This is an optimization exercise on Yosys and OpenROAD, whose aim is small area, not a production implementation. The RTL was checked by simulation tests, not by an equivalence proof against the original design. Power figures rest on the tool's default switching activity, not on a simulated workload.

## design/flow/design.v

```verilog
`timescale 1ns/1ps
package vgaGamePkg;
        localparam logic [7:0] KEY_RIGHT = 8'h23;
        localparam logic [7:0] KEY_LEFT  = 8'h1C;
        localparam logic [7:0] KEY_JUMP  = 8'h1D;
        localparam logic [7:0] KEY_FIRE  = 8'h29;
        localparam logic [10:0] EDGE_MIN   = 11'd10;
        localparam logic [10:0] EDGE_EAST  = 11'd630;
        localparam logic [10:0] EDGE_SOUTH = 11'd471;
        localparam logic [10:0] FLOOR_Y    = 11'd420;
        localparam logic [10:0] REST_Y     = 11'd419;
        localparam logic [10:0] START_X    = 11'd319;
        localparam logic [10:0] START_Y    = 11'd239;
        localparam logic [10:0] MUZZLE_DX  = 11'd22;
        localparam logic [10:0] MUZZLE_DY  = 11'd11;
        localparam logic [10:0] LASER_W    = 11'd7;
        localparam logic [10:0] LASER_H    = 11'd2;
        localparam int          NUM_LASERS = 3;
        localparam logic [11:0] COL_BG    = 12'hFFF;
        localparam logic [11:0] COL_LASER = 12'hF00;
        localparam int SPRITE_N = 20;
        function automatic logic [31:0] SPRITE(input int i);
                case (i)
                0:  SPRITE = {5'd0,  5'd10, 5'd0,  5'd2,  12'h000};
                1:  SPRITE = {5'd2,  5'd10, 5'd2,  5'd4,  12'hFA5};
                2:  SPRITE = {5'd0,  5'd2,  5'd2,  5'd5,  12'h000};
                3:  SPRITE = {5'd2,  5'd6,  5'd4,  5'd5,  12'hFA5};
                4:  SPRITE = {5'd6,  5'd7,  5'd4,  5'd5,  12'hFFF};
                5:  SPRITE = {5'd7,  5'd8,  5'd4,  5'd5,  12'h00F};
                6:  SPRITE = {5'd8,  5'd10, 5'd4,  5'd5,  12'hFA5};
                7:  SPRITE = {5'd0,  5'd10, 5'd5,  5'd8,  12'hFA5};
                8:  SPRITE = {5'd6,  5'd10, 5'd8,  5'd9,  12'h000};
                9:  SPRITE = {5'd0,  5'd10, 5'd8,  5'd10, 12'hFA5};
                10: SPRITE = {5'd3,  5'd7,  5'd10, 5'd12, 12'hFA5};
                11: SPRITE = {5'd1,  5'd10, 5'd12, 5'd14, 12'h00F};
                12: SPRITE = {5'd1,  5'd4,  5'd14, 5'd16, 12'h00F};
                13: SPRITE = {5'd1,  5'd10, 5'd16, 5'd23, 12'h00F};
                14: SPRITE = {5'd4,  5'd15, 5'd14, 5'd16, 12'hFA5};
                15: SPRITE = {5'd3,  5'd5,  5'd23, 5'd27, 12'h000};
                16: SPRITE = {5'd6,  5'd8,  5'd23, 5'd27, 12'h000};
                17: SPRITE = {5'd13, 5'd22, 5'd11, 5'd13, 12'h000};
                18: SPRITE = {5'd13, 5'd15, 5'd13, 5'd14, 12'h000};
                19: SPRITE = {5'd13, 5'd15, 5'd16, 5'd17, 12'h000};
                default: SPRITE = '0;
                endcase
        endfunction
endpackage
`timescale 1ns/1ps
module tickGen #(
        parameter int unsigned DIV = 250000
) (
        input  wire  CLK,
        input  wire  ARST_L,
        output logic tick_o
);
        localparam int CW = $clog2(DIV + 1);
        logic [CW-1:0] count;
        always_ff @(posedge CLK or negedge ARST_L)
        begin
                if (!ARST_L)
                begin
                        count  <= '0;
                        tick_o <= 1'b0;
                end
                else if (count == CW'(DIV))
                begin
                        count  <= '0;
                        tick_o <= 1'b1;
                end
                else
                begin
                        count  <= count + 1'b1;
                        tick_o <= 1'b0;
                end
        end
endmodule
`timescale 1ns/1ps
module gameControl
(
        input  wire         CLK,
        input  wire         ARST_L,
        input  wire   [7:0] kbCode_i,
        input  wire         kbStrobe_i,
        input  wire         landed_i,
        input  wire         atEdge_i,
        input  wire         slot0Exit_i,
        output logic [11:0] moveCmd_o,
        output logic  [1:0] fireSlot_o
);
        localparam logic signed [10:0] WALK = 11'sd3;
        logic signed [10:0] xSpeed;
        logic               jumpKick;
        logic               moveRight;
        logic               moveLeft;
        logic         [1:0] kickCount;
        logic         [1:0] laserCount;
        logic               keyRight;
        logic               keyLeft;
        logic               kickOk;
        logic               fireOk;
        assign keyRight = kbStrobe_i && (kbCode_i == vgaGamePkg::KEY_RIGHT);
        assign keyLeft  = kbStrobe_i && (kbCode_i == vgaGamePkg::KEY_LEFT);
        assign kickOk   = kbStrobe_i && (kbCode_i == vgaGamePkg::KEY_JUMP) && !atEdge_i
                          && (kickCount < 2'd3);
        assign fireOk   = kbStrobe_i && (kbCode_i == vgaGamePkg::KEY_FIRE)
                          && (laserCount < 2'd3);
        assign moveCmd_o = {xSpeed, jumpKick};
        always_ff @(posedge CLK or negedge ARST_L)
        begin
                if (!ARST_L)
                begin
                        xSpeed    <= '0;
                        moveRight <= 1'b0;
                        moveLeft  <= 1'b0;
                end
                else if (keyRight)
                begin
                        xSpeed    <= moveRight ? 11'sd0 : WALK;
                        moveRight <= !moveRight;
                        moveLeft  <= 1'b0;
                end
                else if (keyLeft)
                begin
                        xSpeed    <= moveLeft ? 11'sd0 : -WALK;
                        moveLeft  <= !moveLeft;
                        moveRight <= 1'b0;
                end
        end
        always_ff @(posedge CLK or negedge ARST_L)
        begin
                if (!ARST_L)
                begin
                        jumpKick  <= 1'b0;
                        kickCount <= '0;
                end
                else
                begin
                        jumpKick <= kickOk;
                        if (landed_i)
                                kickCount <= '0;
                        else if (kickOk)
                                kickCount <= kickCount + 2'd1;
                end
        end
        always_ff @(posedge CLK or negedge ARST_L)
        begin
                if (!ARST_L)
                begin
                        fireSlot_o <= 2'd0;
                        laserCount <= '0;
                end
                else
                begin
                        fireSlot_o <= fireOk ? laserCount + 2'd1 : 2'd0;
                        if (fireOk)
                                laserCount <= laserCount + 2'd1;
                        else if (slot0Exit_i)
                                laserCount <= '0;
                end
        end
endmodule
`timescale 1ns/1ps
module playerMotion
(
        input  wire         CLK,
        input  wire         ARST_L,
        input  wire         frameTick_i,
        input  wire         gravityTick_i,
        input  wire  [11:0] moveCmd_i,
        output logic [21:0] playerPos_o,
        output logic        landed_o,
        output logic        atEdge_o
);
        localparam logic signed [10:0] KICK = 11'sd10;
        logic        [10:0] posX;
        logic        [10:0] posY;
        logic signed [10:0] ySpeed;
        logic signed [10:0] xSpeed;
        logic               jumpKick;
        logic               colN;
        logic               colS;
        logic               colW;
        logic               colE;
        logic               onFloor;
        logic               clear;
        assign xSpeed   = moveCmd_i[11:1];
        assign jumpKick = moveCmd_i[0];
        assign colN    = posY <= vgaGamePkg::EDGE_MIN;
        assign colS    = posY >= vgaGamePkg::EDGE_SOUTH;
        assign colW    = posX <= vgaGamePkg::EDGE_MIN;
        assign colE    = posX >= vgaGamePkg::EDGE_EAST;
        assign onFloor = posY >= vgaGamePkg::FLOOR_Y;
        assign atEdge_o    = colN | colS | colW | colE;
        assign clear       = !(atEdge_o || onFloor);
        assign playerPos_o = {posX, posY};
        always_ff @(posedge CLK or negedge ARST_L)
        begin
                if (!ARST_L)
                begin
                        ySpeed   <= '0;
                        landed_o <= 1'b0;
                end
                else
                begin
                        landed_o <= gravityTick_i && (posY >= vgaGamePkg::REST_Y);
                        if (jumpKick)
                                ySpeed <= ySpeed - KICK;
                        else if (gravityTick_i)
                                ySpeed <= (posY < vgaGamePkg::REST_Y) ? ySpeed + 11'sd1 : 11'sd0;
                end
        end
        always_ff @(posedge CLK or negedge ARST_L)
        begin
                if (!ARST_L)
                begin
                        posX <= vgaGamePkg::START_X;
                        posY <= vgaGamePkg::START_Y;
                end
                else if (frameTick_i)
                begin
                        if (clear)
                        begin
                                posX <= posX + xSpeed;
                                posY <= posY + ySpeed;
                        end
                        else if (colN)
                                posY <= vgaGamePkg::EDGE_MIN + 11'd1;
                        else if (colS)
                                posY <= vgaGamePkg::FLOOR_Y;
                        else if (colW)
                                posX <= vgaGamePkg::EDGE_MIN + 11'd1;
                        else if (colE)
                                posX <= vgaGamePkg::EDGE_EAST - 11'd1;
                        else
                                posY <= vgaGamePkg::REST_Y;
                end
        end
endmodule
`timescale 1ns/1ps
module laserBank
(
        input  wire         CLK,
        input  wire         ARST_L,
        input  wire         frameTick_i,
        input  wire   [1:0] fireSlot_i,
        input  wire  [21:0] playerPos_i,
        output logic [65:0] laserPos_o,
        output logic        slot0Exit_o
);
        localparam int          NL   = vgaGamePkg::NUM_LASERS;
        localparam logic [10:0] STEP = 11'd5;
        logic [NL-1:0][10:0] lx;
        logic [NL-1:0][10:0] ly;
        logic [NL-1:0] atEast;
        logic [10:0]   muzzleX;
        logic [10:0]   muzzleY;
        assign muzzleX = playerPos_i[21:11] + vgaGamePkg::MUZZLE_DX;
        assign muzzleY = playerPos_i[10:0] + vgaGamePkg::MUZZLE_DY;
        always_comb
        begin
                for (int i = 0; i < NL; i++)
                begin
                        atEast[i]             = lx[i] >= vgaGamePkg::EDGE_EAST;
                        laserPos_o[22*i +: 22] = {lx[i], ly[i]};
                end
        end
        always_ff @(posedge CLK or negedge ARST_L)
        begin
                if (!ARST_L)
                begin
                        for (int i = 0; i < NL; i++)
                        begin
                                lx[i] <= '0;
                                ly[i] <= '0;
                        end
                        slot0Exit_o <= 1'b0;
                end
                else
                begin
                        slot0Exit_o <= 1'b0;
                        if (fireSlot_i != 2'd0)
                        begin
                                for (int i = 0; i < NL; i++)
                                        if (fireSlot_i == 2'(i + 1))
                                        begin
                                                lx[i] <= muzzleX;
                                                ly[i] <= muzzleY;
                                        end
                        end
                        else if (|atEast)
                        begin
                                for (int i = 0; i < NL; i++)
                                        if (atEast[i])
                                        begin
                                                lx[i] <= '0;
                                                ly[i] <= '0;
                                        end
                                slot0Exit_o <= atEast[0];
                        end
                        else if (frameTick_i)
                        begin
                                for (int i = 0; i < NL; i++)
                                        lx[i] <= lx[i] + STEP;
                        end
                end
        end
endmodule
`timescale 1ns/1ps
module pixelRenderer
(
        input  wire         CLK,
        input  wire         ARST_L,
        input  wire   [9:0] hCoord_i,
        input  wire   [9:0] vCoord_i,
        input  wire  [21:0] playerPos_i,
        input  wire  [65:0] laserPos_i,
        output logic [11:0] csel_o
);
        logic [10:0] hc;
        logic [10:0] vc;
        logic [10:0] px;
        logic [10:0] py;
        logic [10:0] lx;
        logic [10:0] ly;
        logic [11:0] pixColor;
        logic        hit;
        logic [31:0] box;
        assign hc = {1'b0, hCoord_i};
        assign vc = {1'b0, vCoord_i};
        assign px = playerPos_i[21:11];
        assign py = playerPos_i[10:0];
        function automatic logic inBox(input logic [10:0] h, input logic [10:0] v,
                                       input logic [10:0] x0, input logic [10:0] x1,
                                       input logic [10:0] y0, input logic [10:0] y1);
                inBox = (h >= x0) && (h < x1) && (v >= y0) && (v < y1);
        endfunction
        always_comb
        begin
                pixColor = vgaGamePkg::COL_BG;
                hit      = 1'b0;
                box      = '0;
                lx       = '0;
                ly       = '0;
                for (int i = 0; i < vgaGamePkg::SPRITE_N; i++)
                begin
                        box = vgaGamePkg::SPRITE(i);
                        if (!hit && inBox(hc, vc,
                                          px + {6'd0, box[31:27]},
                                          px + {6'd0, box[26:22]},
                                          py + {6'd0, box[21:17]},
                                          py + {6'd0, box[16:12]}))
                        begin
                                pixColor = box[11:0];
                                hit      = 1'b1;
                        end
                end
                for (int j = 0; j < vgaGamePkg::NUM_LASERS; j++)
                begin
                        lx = laserPos_i[22*j+11 +: 11];
                        ly = laserPos_i[22*j +: 11];
                        if (!hit && (ly != '0)
                            && inBox(hc, vc, lx, lx + vgaGamePkg::LASER_W,
                                     ly, ly + vgaGamePkg::LASER_H))
                        begin
                                pixColor = vgaGamePkg::COL_LASER;
                                hit      = 1'b1;
                        end
                end
        end
        always_ff @(posedge CLK or negedge ARST_L)
        begin
                if (!ARST_L)
                        csel_o <= vgaGamePkg::COL_BG;
                else
                        csel_o <= pixColor;
        end
endmodule
`timescale 1ns/1ps
module vgaGame
#(
        parameter int unsigned FRAME_DIV   = 1000,
        parameter int unsigned GRAVITY_DIV = 4000
) (
        input  wire         CLK,
        input  wire         ARST_L,
        input  wire   [7:0] KBCODE,
        input  wire         KBSTROBE,
        input  wire   [9:0] HCOORD,
        input  wire   [9:0] VCOORD,
        output logic [11:0] CSEL
);
        logic        frameTick;
        logic        gravityTick;
        logic [11:0] moveCmd;
        logic  [1:0] fireSlot;
        logic        landed;
        logic        atEdge;
        logic        slot0Exit;
        logic [21:0] playerPos;
        logic [65:0] laserPos;
        tickGen #(.DIV(FRAME_DIV)) frameTickGen (
                .CLK(CLK), .ARST_L(ARST_L), .tick_o(frameTick)
        );
        tickGen #(.DIV(GRAVITY_DIV)) gravityTickGen (
                .CLK(CLK), .ARST_L(ARST_L), .tick_o(gravityTick)
        );
        gameControl gameCtrl (
                .CLK(CLK), .ARST_L(ARST_L),
                .kbCode_i(KBCODE), .kbStrobe_i(KBSTROBE),
                .landed_i(landed), .atEdge_i(atEdge), .slot0Exit_i(slot0Exit),
                .moveCmd_o(moveCmd), .fireSlot_o(fireSlot)
        );
        playerMotion motion (
                .CLK(CLK), .ARST_L(ARST_L),
                .frameTick_i(frameTick), .gravityTick_i(gravityTick), .moveCmd_i(moveCmd),
                .playerPos_o(playerPos), .landed_o(landed), .atEdge_o(atEdge)
        );
        laserBank lasers (
                .CLK(CLK), .ARST_L(ARST_L),
                .frameTick_i(frameTick), .fireSlot_i(fireSlot), .playerPos_i(playerPos),
                .laserPos_o(laserPos), .slot0Exit_o(slot0Exit)
        );
        pixelRenderer renderer (
                .CLK(CLK), .ARST_L(ARST_L),
                .hCoord_i(HCOORD), .vCoord_i(VCOORD),
                .playerPos_i(playerPos), .laserPos_i(laserPos),
                .csel_o(CSEL)
        );
endmodule
```

## design/flow/run.sh

```bash
#!/bin/bash
# synth_recipe.tcl (not shown) runs the flow's synth.tcl, then flattens the netlist and writes it again
# the make line also repeats each setting of config.mk as NAME=value (left out here)
make -C /OpenROAD-flow-scripts/flow DESIGN_CONFIG=/design/flow/config.mk WORK_HOME=/design/flow/orfs CLKGATE_MAP_FILE= SYNTH_SCRIPT=/design/flow/synth_recipe.tcl finish
```

## design/flow/config.mk

```make
export PLATFORM = sky130hd
export DESIGN_NAME = vgaGame
export DESIGN_NICKNAME = vgaGame
export VERILOG_FILES = /design/flow/design.v
export SDC_FILE = /design/flow/constraint.sdc
export NUM_CORES = 4
export LEC_CHECK = 0
export CAP_MARGIN = 20
export CORE_MARGIN = 2
export CORE_UTILIZATION = 40
export SLEW_MARGIN = 20
```

## design/flow/constraint.sdc

```tcl
create_clock -name core_clock -period 10.0 [get_ports {CLK}]
set_input_delay 2.0000 -clock core_clock [delete_from_list [all_inputs] [get_ports {CLK}]]
set_output_delay 2.0000 -clock core_clock [all_outputs]
set_load 0.01 [all_outputs]
```

==> run summary <==
[registers in the layout, summed over array words and instances (netlist names)]
signal and flops:
gameCtrl.laserCount 2, frameTickGen.count 10, gameCtrl.fireSlot_o 2, gravityTickGen.count 12, renderer.csel_o 5, gameCtrl.jumpKick 1
lasers.ly 33, frameTickGen.tick_o 1, gameCtrl.xSpeed 3, lasers.lx 33, motion.posY 11, motion.landed_o 1
motion.ySpeed 11, motion.posX 11, gameCtrl.kickCount 2, lasers.slot0Exit_o 1, gravityTickGen.tick_o 1
[placed cells by master (no fill, tap or decap), types with 38 or more instances in the layout]
master,n
a21o_1,49
a21oi_1,161
a31oi_1,38
clkdlybuf4s50_1,41
dfrtp_1,121
ha_1,425
inv_1,137
nand2_1,169
nand3_1,81
nor2_1,179
nor3_1,50
o21a_1,38
o21ai_0,146
xnor2_1,245
[area by class of cell]
type | count | area (um^2) | share of cell area
inverter | 149 | 559 | 0.0253
clock buffer | 17 | 425 | 0.0192
clock inverter | 15 | 160 | 0.00723
multi-input combinational | 2114 | 16000 | 0.722
tap | 672 | 841 | 0.0380
sequential | 140 | 3530 | 0.159
timing repair buffer | 70 | 639 | 0.0289
[worst paths after layout]
path	startpoint	slack (ns)	endpoint
hold / removal	motion.landed_o$_DFF_PN0_	0.46	gameCtrl.kickCount[1]$_DFFE_PN0P_
setup reg to reg	motion.posX[3]$_DFFE_PN1P_	4.83	motion.posX[2]$_DFFE_PN1P_
setup / recovery	motion.posX[3]$_DFFE_PN1P_	4.83	motion.posX[2]$_DFFE_PN1P_
hold reg to reg	motion.landed_o$_DFF_PN0_	0.46	gameCtrl.kickCount[1]$_DFFE_PN0P_
max in group asynchronous	ARST_L	7.30	lasers.lx[18]$_DFFE_PN0P_
min in group asynchronous	ARST_L	1.53	motion.posX[7]$_DFFE_PN0P_
[critical path: stages, from the launching register on]
cell	delay, ns
dfstp_2	0.77
clkinv_1	0.57
ha_1	0.49
a21oi_1	0.18
nor2_1	0.15
o41ai_1	0.42
nand3b_1	0.30
or3b_1	0.54
nor2b_1	0.63
nand2_1	0.58
o311ai_1	0.41
[report_power, final]
group / switching, mW / leakage, nW / internal, mW / total [mW]
clock network: 0.298 / 0.285 / 0.370 / 0.668
logic: 0.222 / 6.79 / 0.167 / 0.389
registers: 0.0126 / 1.84 / 0.581 / 0.593
[metrics by stage]
step	utilization	std cells	total power, mW	setup WS [ns]
floorplan	-	2485	0.834	5.79
global placement	0.428	3144	0.979	4.38
detailed placement	0.428	3144	0.987	4.34
CTS	0.439	3176	1.66	4.82
global route	0.440	3177	1.74	4.56
finish	0.440	3177	1.65	4.83
[cell families (layout without fill, tap and decap cells)]
logic type	Yosys count	after routing
AND/OR/NAND/NOR	730	730
AO/OA/AOI/OAI	674	674
adder cells (fa/ha/maj)	427	427
XOR/XNOR	269	269
buffers and inverters	231	251
flip-flops	140	140
multiplexers	14	14
[routing by layer]
metal	track usage	up-vias	share of wire
met1	0.348	9321	0.44
met5	0	-	0.00013
met4	0.118	2	0.041
li1	-	9113	-
met3	0.0360	165	0.061
met2	0.433	686	0.46
==> impl_metrics.csv <==
group,metric,value,unit
run_status,status,"no timing/DRC/antenna violations",
route,viasPerCell,6.07,
synthesis,yosysUniqueCellTypes,96,
cts,cts-htree-levels,4,
synthesis,synthMuxAreaShare,0.00758,
synthesis,synthArstFlopShare,1.00,
cts,clockBufferDepth,2,
floorplanning,dieArea,53000,um^2
finish,nets,2950,
synthesis,synth-adder-area-share,0.262,
synthesis,ys.flop_type,"dfrtp_1",
route,firstDrtPassIters,5,
floorplanning,die_x,230,um
floorplanning,num_rows,82,
floorplanning,coreArea,50400,um^2
route,wl,70200,um
grt,antenna_found_initial,1,
synthesis,ys_top_cells_by_area,"ha_1, dfrtp_1, xnor2_1",
power,ir_drop,0.115,mV
synthesis,synthXorXnorAreaFrac,0.115,
floorplanning,die_h,230,um
critical_path,worstPathArrival,5.54,ns
finish,area_growth,8.23,%
cts,cts.clk_slew.worst_paths,0.07,ns
critical_path,crit_type,"reg -> reg",
finish,n_antenna_cell,0,
critical_path,crit_fanout,15,
grt,grt_pass1_wl,110000,um
synthesis,synth_edf_count,0,
min_path,hold_depth,1,
cts,cts_sinks,140,
timing,fin_crit,5.17,ns
timing,finalSetupViolCount,0,
synthesis,synth_largest_area_cell,"ha_1",
min_path,hold_path_class,"reg -> reg",
synthesis,syn_area_per_cell,8.23,um^2
finish,drive_gt1_frac,0.0559,
timing,worst-slew-pin-transition,1.13,ns
timing,fin_crit_sh,0.517,
synthesis,synthSimpleGateAreaFrac,0.181,
timing,slew_headroom,0.250,
place,gp_congestion,1.02,
grt,track_usage,0.265,
route,drcViolationCount,0,
route,drtAntennaViolNets,0,
route,drtIter0Drc,1521,
timing,hold_slack,0.456,ns
cts,post_cts_resized,0,
place,portBuffers,42,
timing,hold_violations,0,
grt,overflow,0,
cts,cts_tree,"built",
synthesis,synth_area,20500,um^2
timing,clock.fmax,193,MHz
cts,post_cts_buffers,0,
route,vias,19300,
synthesis,synth_common_cells,"ha_1, xnor2_1, nor2_1",
timing,worst_clock_skew,0.0269,ns
route,wl_per_cell,22.1,um
critical_path,required,10.37,ns
synthesis,synth_top_area_frac,0.260,
critical_path,critPathLaunchType,"flip-flop",
cts,clk_latency,0.49,ns
floorplanning,io_pins,43,
finish,design_area,22100,um^2
synthesis,synth_top_family_by_area,"adder cells",
synthesis,ys_warn_count,6,
grt,grt_max_degree,79,
critical_path,r2r_cells,10,
synthesis,synth-seq-area-share,0.172,
job,maxCapViolations,0,
synthesis,synth_most_common_cell,"ha_1",
synthesis,synth_fp_nets,2943,
grt,grt_pass1_vias,19100,
timing,rsz0062_at_grt,"false",
power,power_density,74.5,nW/um^2
power,total_leakage_power,8.91,nW
place,post_dp_cell_area,21500,um^2
floorplanning,start_util,0.406,
cts,cts_root_buffer,"clkbuf_16",
timing,drv_slew,0,
critical_path,end_kind,"flip-flop",
finish,fillerInstances,4949,
cts,cts_hold_buf,0,
cts,cts_buffers,17,
synthesis,synth_compound_area_frac,0.215,
place,dpl.hpwl,52000,um
synthesis,synthCells,2485,
synthesis,yosys_register_bits,140,
timing,setup_tns,0,ns

afterwards: timing with drivers on the ports:
How much do the figures lean on ideal ports? The routed layout below was timed once more, with nothing changed but the port constraints. Step 1 sets driving cells, clkbuf_16 on the clock port and buf_2 on the other inputs (assumed; they add their load-dependent delay and slew). Step 2 times the ports against the registers' clock, not the clock port: input delays grow and output delays shrink by t, the midpoint of the rising clock arrivals with the driver on. Three values: no drivers, after step 1, after step 2; two values: the first two.
t, ns: 0.530
setup WS [ns]: 4.831 / 4.831 / 4.354
worst setup path at the end: input to register
cell pins on the clock port's net: 1
After both steps this run still meets setup and hold. The setup slack of this run moves by 0.000 ns with the drivers and by -0.477 ns with both steps.
